This design comes from an exercise in tuning for small area on the open sky130 flow, not from production work.
At most, simulation tests tie the RTL to the original design; equivalence was not proved.

==> wip/ember: inputs <==
==> flow/design.v <==
module ext_msg_ram #(
  parameter int MSG_WIDTH  = 6,
  parameter int LANES      = 3,
  parameter int ADDR_WIDTH = 8,
  parameter int RAM_DEPTH  = 1 << ADDR_WIDTH
) (
  input  logic                         clk,
  input  logic                         rst,
  input  logic                         cs,
  input  logic                         we,
  input  logic [LANES-1:0]             lane_en,
  input  logic [ADDR_WIDTH-1:0]        address,
  input  logic [LANES*MSG_WIDTH-1:0]   data_in,
  input  logic                         clear_req,
  output logic [LANES*MSG_WIDTH-1:0]   data_out,
  output logic                         rd_valid,
  output logic                         busy
);
  localparam int WORD_W = LANES * MSG_WIDTH;
  localparam logic [ADDR_WIDTH-1:0] LAST_ADDR = ADDR_WIDTH'(RAM_DEPTH - 1);
  logic                   busy_q;
  logic [ADDR_WIDTH-1:0]  clr_addr_q;
  logic                   rd_valid_q;
  logic [WORD_W-1:0]      data_out_q;
  logic                   acc_s;       
  logic [ADDR_WIDTH-1:0]  ram_addr_s;  
  logic [RAM_DEPTH-1:0]   sel_s;       
  logic [LANES-1:0]       lane_wr_s;   
  logic [WORD_W-1:0]      wcol_s;      
  logic [WORD_W-1:0]      rdata_s;
  assign acc_s      = ~busy_q & cs;
  assign ram_addr_s = busy_q ? clr_addr_q : address;
  always_comb begin
    if (rst)         lane_wr_s = '0;
    else if (busy_q) lane_wr_s = '1;
    else if (cs & we) lane_wr_s = lane_en;
    else             lane_wr_s = '0;
  end
  for (genvar c = 0; c < WORD_W; c++) begin : g_col
    assign wcol_s[c] = lane_wr_s[c / MSG_WIDTH] & ~busy_q & data_in[c];
  end
  for (genvar w = 0; w < RAM_DEPTH; w++) begin : g_dec
    assign sel_s[w] = (ram_addr_s == ADDR_WIDTH'(w));
  end
  logic [WORD_W-1:0] mem_q [RAM_DEPTH];
  logic [WORD_W-1:0] mem_d [RAM_DEPTH];
  for (genvar w = 0; w < RAM_DEPTH; w++) begin : g_word
    logic [LANES-1:0] hold_s;
    for (genvar l = 0; l < LANES; l++) begin : g_hold
      assign hold_s[l] = ~(sel_s[w] & lane_wr_s[l]);
    end
    for (genvar c = 0; c < WORD_W; c++) begin : g_bit
      assign mem_d[w][c] = (sel_s[w] & wcol_s[c]) | (mem_q[w][c] & hold_s[c / MSG_WIDTH]);
    end
    always_ff @(posedge clk) mem_q[w] <= mem_d[w];
  end
  localparam int RD_LOG = 3;
  localparam int RD_GRP = 1 << RD_LOG;
  localparam int N_GRP  = RAM_DEPTH / RD_GRP;
  localparam int UP_W   = ADDR_WIDTH - RD_LOG;
  logic [RD_GRP-1:0] rsel_s;
  for (genvar j = 0; j < RD_GRP; j++) begin : g_rsel
    assign rsel_s[j] = (address[RD_LOG-1:0] == RD_LOG'(j));
  end
  logic [WORD_W-1:0] rd_lvl [UP_W+1][N_GRP];
  for (genvar g = 0; g < N_GRP; g++) begin : g_rd0
    for (genvar c = 0; c < WORD_W; c++) begin : g_c
      logic [RD_GRP-1:0] qv;
      for (genvar j = 0; j < RD_GRP; j++) begin : g_t
        assign qv[j] = mem_q[g*RD_GRP + j][c];
      end
      ext_msg_ram_rdgrp #(.N(RD_GRP)) u_grp (.sel(rsel_s), .q(qv), .y(rd_lvl[0][g][c]));
    end
  end
  for (genvar k = 0; k < UP_W; k++) begin : g_rdl
    for (genvar j = 0; j < (N_GRP >> (k + 1)); j++) begin : g_rdm
      assign rd_lvl[k+1][j] = address[RD_LOG+k] ? rd_lvl[k][2*j+1] : rd_lvl[k][2*j];
    end
  end
  assign rdata_s = rd_lvl[UP_W][0];
  always_ff @(posedge clk) begin
    if (rst) begin
      busy_q     <= 1'b1;
      clr_addr_q <= '0;
      rd_valid_q <= 1'b0;
      data_out_q <= '0;
    end else begin
      rd_valid_q <= acc_s;
      if (busy_q) begin
        clr_addr_q <= clr_addr_q + 1'b1;
        if (clr_addr_q == LAST_ADDR) busy_q <= 1'b0;
      end else if (clear_req) begin
        busy_q     <= 1'b1;
        clr_addr_q <= '0;
      end
      if (acc_s) begin
        for (int i = 0; i < LANES; i++) begin
          if (we && lane_en[i])
            data_out_q[i*MSG_WIDTH +: MSG_WIDTH] <= data_in[i*MSG_WIDTH +: MSG_WIDTH];
          else
            data_out_q[i*MSG_WIDTH +: MSG_WIDTH] <= rdata_s[i*MSG_WIDTH +: MSG_WIDTH];
        end
      end
    end
  end
  assign data_out = data_out_q;
  assign rd_valid = rd_valid_q;
  assign busy     = busy_q;
endmodule
module ext_msg_ram_rdgrp #(
  parameter int N = 8
) (
  input  logic [N-1:0] sel,
  input  logic [N-1:0] q,
  output logic         y
);
  logic n0, n1, n2;
  ext_msg_ram_aoi3 u_a0 (.s(sel[2:0]), .q(q[2:0]), .yn(n0));
  ext_msg_ram_aoi3 u_a1 (.s(sel[5:3]), .q(q[5:3]), .yn(n1));
  assign n2 = ~((sel[6] & q[6]) | (sel[7] & q[7]));
  assign y  = ~(n0 & n1 & n2);
endmodule
module ext_msg_ram_aoi3 (
  input  logic [2:0] s,
  input  logic [2:0] q,
  output logic       yn
);
  assign yn = ~|(s & q);
endmodule
==> flow/run.sh <==
#!/bin/bash
# synth_recipe.tcl (not shown) runs the flow's synth.tcl, then flattens the netlist and writes it again
# the make line also repeats each setting of config.mk as NAME=value (left out here)
make -C /OpenROAD-flow-scripts/flow DESIGN_CONFIG=/design/flow/config.mk WORK_HOME=/design/flow/orfs CLKGATE_MAP_FILE= SYNTH_SCRIPT=/design/flow/synth_recipe.tcl finish
==> flow/config.mk <==
export PLATFORM = sky130hd
export DESIGN_NAME = ext_msg_ram
export DESIGN_NICKNAME = ext_msg_ram
export VERILOG_FILES = /design/flow/design.v
export SDC_FILE = /design/flow/constraint.sdc
export NUM_CORES = 4
export LEC_CHECK = 0
export CAP_MARGIN = 20
export CORE_MARGIN = 2
export CORE_UTILIZATION = 50
export CTS_BUF_LIST = sky130_fd_sc_hd__clkbuf_8
export CTS_CLUSTER_DIAMETER = 80
export CTS_CLUSTER_SIZE = 14
export PLACE_DENSITY = 0.6
export SLEW_MARGIN = 20
export SYNTH_HIERARCHICAL = 1
export SYNTH_MINIMUM_KEEP_SIZE = 0
==> flow/constraint.sdc <==
create_clock -name core_clock -period 6.0 [get_ports {clk}]
set_input_delay 1.2000 -clock core_clock [delete_from_list [all_inputs] [get_ports {clk}]]
set_output_delay 1.2000 -clock core_clock [all_outputs]
set_load 0.01 [all_outputs]
==> inputs of wip/fjord, as changes to wip/ember <==
==> flow/design.v, changed modules only <==
module ext_msg_ram #(
  parameter int MSG_WIDTH  = 6,
  parameter int LANES      = 3,
  parameter int ADDR_WIDTH = 8,
  parameter int RAM_DEPTH  = 1 << ADDR_WIDTH
) (
  input  logic                         clk,
  input  logic                         rst,
  input  logic                         cs,
  input  logic                         we,
  input  logic [LANES-1:0]             lane_en,
  input  logic [ADDR_WIDTH-1:0]        address,
  input  logic [LANES*MSG_WIDTH-1:0]   data_in,
  input  logic                         clear_req,
  output logic [LANES*MSG_WIDTH-1:0]   data_out,
  output logic                         rd_valid,
  output logic                         busy
);
  localparam int WORD_W = LANES * MSG_WIDTH;
  localparam logic [ADDR_WIDTH-1:0] LAST_ADDR = ADDR_WIDTH'(RAM_DEPTH - 1);
  logic                   busy_q;
  logic [ADDR_WIDTH-1:0]  clr_addr_q;
  logic                   rd_valid_q;
  logic [WORD_W-1:0]      data_out_q;
  logic                   acc_s;       
  logic [ADDR_WIDTH-1:0]  ram_addr_s;  
  logic [RAM_DEPTH-1:0]   sel_s;       
  logic [LANES-1:0]       lane_wr_s;   
  logic [WORD_W-1:0]      wcol_s;      
  logic [WORD_W-1:0]      rdata_s;
  assign acc_s      = ~busy_q & cs;
  assign ram_addr_s = busy_q ? clr_addr_q : address;
  always_comb begin
    if (rst)         lane_wr_s = '0;
    else if (busy_q) lane_wr_s = '1;
    else if (cs & we) lane_wr_s = lane_en;
    else             lane_wr_s = '0;
  end
  for (genvar c = 0; c < WORD_W; c++) begin : g_col
    assign wcol_s[c] = lane_wr_s[c / MSG_WIDTH] & ~busy_q & data_in[c];
  end
  for (genvar w = 0; w < RAM_DEPTH; w++) begin : g_dec
    assign sel_s[w] = (ram_addr_s == ADDR_WIDTH'(w));
  end
  logic [WORD_W-1:0] mem_q [RAM_DEPTH];
  logic [WORD_W-1:0] mem_d [RAM_DEPTH];
  logic [WORD_W-1:0] rd_terms [RAM_DEPTH];
  for (genvar w = 0; w < RAM_DEPTH; w++) begin : g_word
    logic [LANES-1:0] hold_s;
    for (genvar l = 0; l < LANES; l++) begin : g_hold
      assign hold_s[l] = ~(sel_s[w] & lane_wr_s[l]);
    end
    for (genvar c = 0; c < WORD_W; c++) begin : g_bit
      assign mem_d[w][c] = (sel_s[w] & wcol_s[c]) | (mem_q[w][c] & hold_s[c / MSG_WIDTH]);
      assign rd_terms[w][c] = sel_s[w] & mem_q[w][c];
    end
    always_ff @(posedge clk) mem_q[w] <= mem_d[w];
  end
  always_comb begin
    rdata_s = '0;
    for (int w = 0; w < RAM_DEPTH; w++) rdata_s = rdata_s | rd_terms[w];
  end
  always_ff @(posedge clk) begin
    if (rst) begin
      busy_q     <= 1'b1;
      clr_addr_q <= '0;
      rd_valid_q <= 1'b0;
      data_out_q <= '0;
    end else begin
      rd_valid_q <= acc_s;
      if (busy_q) begin
        clr_addr_q <= clr_addr_q + 1'b1;
        if (clr_addr_q == LAST_ADDR) busy_q <= 1'b0;
      end else if (clear_req) begin
        busy_q     <= 1'b1;
        clr_addr_q <= '0;
      end
      if (acc_s) begin
        for (int i = 0; i < LANES; i++) begin
          if (we && lane_en[i])
            data_out_q[i*MSG_WIDTH +: MSG_WIDTH] <= data_in[i*MSG_WIDTH +: MSG_WIDTH];
          else
            data_out_q[i*MSG_WIDTH +: MSG_WIDTH] <= rdata_s[i*MSG_WIDTH +: MSG_WIDTH];
        end
      end
    end
  end
  assign data_out = data_out_q;
  assign rd_valid = rd_valid_q;
  assign busy     = busy_q;
endmodule
// module ext_msg_ram_rdgrp removed
// module ext_msg_ram_aoi3 removed
Settings changed: CORE_UTILIZATION 50 to 60, CTS_BUF_LIST sky130_fd_sc_hd__clkbuf_8 to unset, CTS_CLUSTER_DIAMETER 80 to unset, CTS_CLUSTER_SIZE 14 to unset, PLACE_DENSITY 0.6 to 0.68, SYNTH_HIERARCHICAL 1 to unset, SYNTH_MINIMUM_KEEP_SIZE 0 to unset.
==> inputs of wip/cedar, as changes to wip/ember <==
==> flow/design.v, changed modules only <==
module ext_msg_ram #(
  parameter int MSG_WIDTH  = 6,
  parameter int LANES      = 3,
  parameter int ADDR_WIDTH = 8,
  parameter int RAM_DEPTH  = 1 << ADDR_WIDTH
) (
  input  logic                         clk,
  input  logic                         rst,
  input  logic                         cs,
  input  logic                         we,
  input  logic [LANES-1:0]             lane_en,
  input  logic [ADDR_WIDTH-1:0]        address,
  input  logic [LANES*MSG_WIDTH-1:0]   data_in,
  input  logic                         clear_req,
  output logic [LANES*MSG_WIDTH-1:0]   data_out,
  output logic                         rd_valid,
  output logic                         busy
);
  localparam int WORD_W = LANES * MSG_WIDTH;
  localparam logic [ADDR_WIDTH-1:0] LAST_ADDR = ADDR_WIDTH'(RAM_DEPTH - 1);
  logic                   busy_q;
  logic [ADDR_WIDTH-1:0]  clr_addr_q;
  logic                   rd_valid_q;
  logic [WORD_W-1:0]      data_out_q;
  logic                   acc_s;       
  logic [ADDR_WIDTH-1:0]  ram_addr_s;  
  logic [RAM_DEPTH-1:0]   sel_s;       
  logic [LANES-1:0]       lane_wr_s;   
  logic [WORD_W-1:0]      wcol_s;      
  logic [WORD_W-1:0]      rdata_s;
  assign acc_s      = ~busy_q & cs;
  assign ram_addr_s = busy_q ? clr_addr_q : address;
  always_comb begin
    if (rst)         lane_wr_s = '0;
    else if (busy_q) lane_wr_s = '1;
    else if (cs & we) lane_wr_s = lane_en;
    else             lane_wr_s = '0;
  end
  for (genvar c = 0; c < WORD_W; c++) begin : g_col
    assign wcol_s[c] = lane_wr_s[c / MSG_WIDTH] & ~busy_q & data_in[c];
  end
  for (genvar w = 0; w < RAM_DEPTH; w++) begin : g_dec
    assign sel_s[w] = (ram_addr_s == ADDR_WIDTH'(w));
  end
  logic [WORD_W-1:0] mem_q [RAM_DEPTH];
  logic [WORD_W-1:0] mem_d [RAM_DEPTH];
  for (genvar w = 0; w < RAM_DEPTH; w++) begin : g_word
    logic [LANES-1:0] hold_s;
    for (genvar l = 0; l < LANES; l++) begin : g_hold
      assign hold_s[l] = ~(sel_s[w] & lane_wr_s[l]);
    end
    for (genvar c = 0; c < WORD_W; c++) begin : g_bit
      assign mem_d[w][c] = (sel_s[w] & wcol_s[c]) | (mem_q[w][c] & hold_s[c / MSG_WIDTH]);
    end
    always_ff @(posedge clk) mem_q[w] <= mem_d[w];
  end
  localparam int RD_GRP = 12;
  localparam int N_FULL = RAM_DEPTH / RD_GRP;
  localparam int REM    = RAM_DEPTH - N_FULL * RD_GRP;
  localparam int N_GRP  = N_FULL + 1;
  logic [N_GRP-1:0] grp_s [WORD_W];
  for (genvar c = 0; c < WORD_W; c++) begin : g_rc
    logic [RAM_DEPTH-1:0] qc;
    for (genvar w = 0; w < RAM_DEPTH; w++) begin : g_t
      assign qc[w] = mem_q[w][c];
    end
    for (genvar g = 0; g < N_FULL; g++) begin : g_rd
      ext_msg_ram_rdgrp12 u_grp (
        .sel(sel_s[g*RD_GRP +: RD_GRP]), .q(qc[g*RD_GRP +: RD_GRP]), .y(grp_s[c][g]));
    end
    ext_msg_ram_rdgrp4 u_last (
      .sel(sel_s[N_FULL*RD_GRP +: REM]), .q(qc[N_FULL*RD_GRP +: REM]), .y(grp_s[c][N_FULL]));
  end
  for (genvar c = 0; c < WORD_W; c++) begin : g_ror
    assign rdata_s[c] = |grp_s[c];
  end
  always_ff @(posedge clk) begin
    if (rst) begin
      busy_q     <= 1'b1;
      clr_addr_q <= '0;
      rd_valid_q <= 1'b0;
      data_out_q <= '0;
    end else begin
      rd_valid_q <= acc_s;
      if (busy_q) begin
        clr_addr_q <= clr_addr_q + 1'b1;
        if (clr_addr_q == LAST_ADDR) busy_q <= 1'b0;
      end else if (clear_req) begin
        busy_q     <= 1'b1;
        clr_addr_q <= '0;
      end
      if (acc_s) begin
        for (int i = 0; i < LANES; i++) begin
          if (we && lane_en[i])
            data_out_q[i*MSG_WIDTH +: MSG_WIDTH] <= data_in[i*MSG_WIDTH +: MSG_WIDTH];
          else
            data_out_q[i*MSG_WIDTH +: MSG_WIDTH] <= rdata_s[i*MSG_WIDTH +: MSG_WIDTH];
        end
      end
    end
  end
  assign data_out = data_out_q;
  assign rd_valid = rd_valid_q;
  assign busy     = busy_q;
endmodule
module ext_msg_ram_rdgrp12 (
  input  logic [11:0] sel,
  input  logic [11:0] q,
  output logic        y
);
  logic [3:0] n;
  for (genvar i = 0; i < 4; i++) begin : g_a
    ext_msg_ram_aoi3 u_a (.s(sel[3*i +: 3]), .q(q[3*i +: 3]), .yn(n[i]));
  end
  assign y = ~&n;
endmodule
module ext_msg_ram_rdgrp4 (
  input  logic [3:0] sel,
  input  logic [3:0] q,
  output logic       y
);
  logic n0, n1;
  assign n0 = ~((sel[0] & q[0]) | (sel[1] & q[1]));
  assign n1 = ~((sel[2] & q[2]) | (sel[3] & q[3]));
  assign y  = ~(n0 & n1);
endmodule
// module ext_msg_ram_rdgrp removed
Settings changed: CTS_CLUSTER_SIZE 14 to 16.
==> results.toml <==
[worst_setup_path]
rrSetupSlack_ps = 2000

[run_status]
status = "finished clean"

[power_and_ir_drop]
p_int_mw = 36.7
power_leakage_nw = 65.9
[end of results for wip/ember]
==> results.toml <==
[run_status]
status = "finished clean"

[power_and_ir_drop]
p_int_mw = 36.9
power_leakage_nw = 56.9

[placement]
place_ws_ps = -383

[worst_setup_path]
rrSetupSlack_ps = 180
[end of results for wip/cedar]
==> results.toml <==
[run_status]
haltStage = "global routing"
error = "[ERROR GRT-0116] Global routing finished with congestion. Check the congestion regions in the DRC Viewer."
status = "aborted with a tool error"

[logic_synthesis]
syn_area_per_cell_um2 = 10.8
synth_compound_area_share_pct = 34.6
synth_top_family_by_area = "compound AO/OA/AOI/OAI gates"

[die]
die_h_um = 537
[end of results for wip/fjord]
Only the layout flow was run in wip/fjord; the RTL was not checked for function there.

## re-timing with driven ports
How much do the figures lean on ideal ports? The routed layouts below were timed once more, with nothing changed but the port constraints. Step 1 assumes that a clkbuf_16 drives the clock port and a buf_2 every other input. Step 2 adds t to the input delays and takes it off the output delays; t is the mean of the earliest and latest rising clock arrival at the registers after step 1. Input paths then give back, and output paths get back, about the clock's delay inside the block. Three values: ideal ports, drivers, drivers and shift; two values: the first two.
run	t (ns)	slack for setup (ns)	worst setup path at the end	slew at the worst register clock pin (ns)
wip/ember	1.250	1.050 / 1.122 / -0.128	input to register	0.11 / 0.11
wip/cedar	1.237	0.181 / 0.181 / -0.618	input to register	0.12 / 0.12
Met with ideal ports but missed after step 2: setup timing in wip/ember and wip/cedar. For wip/ember, which loses most, drivers alone change the setup slack by +0.072 ns; drivers and shift together by -1.178 ns.
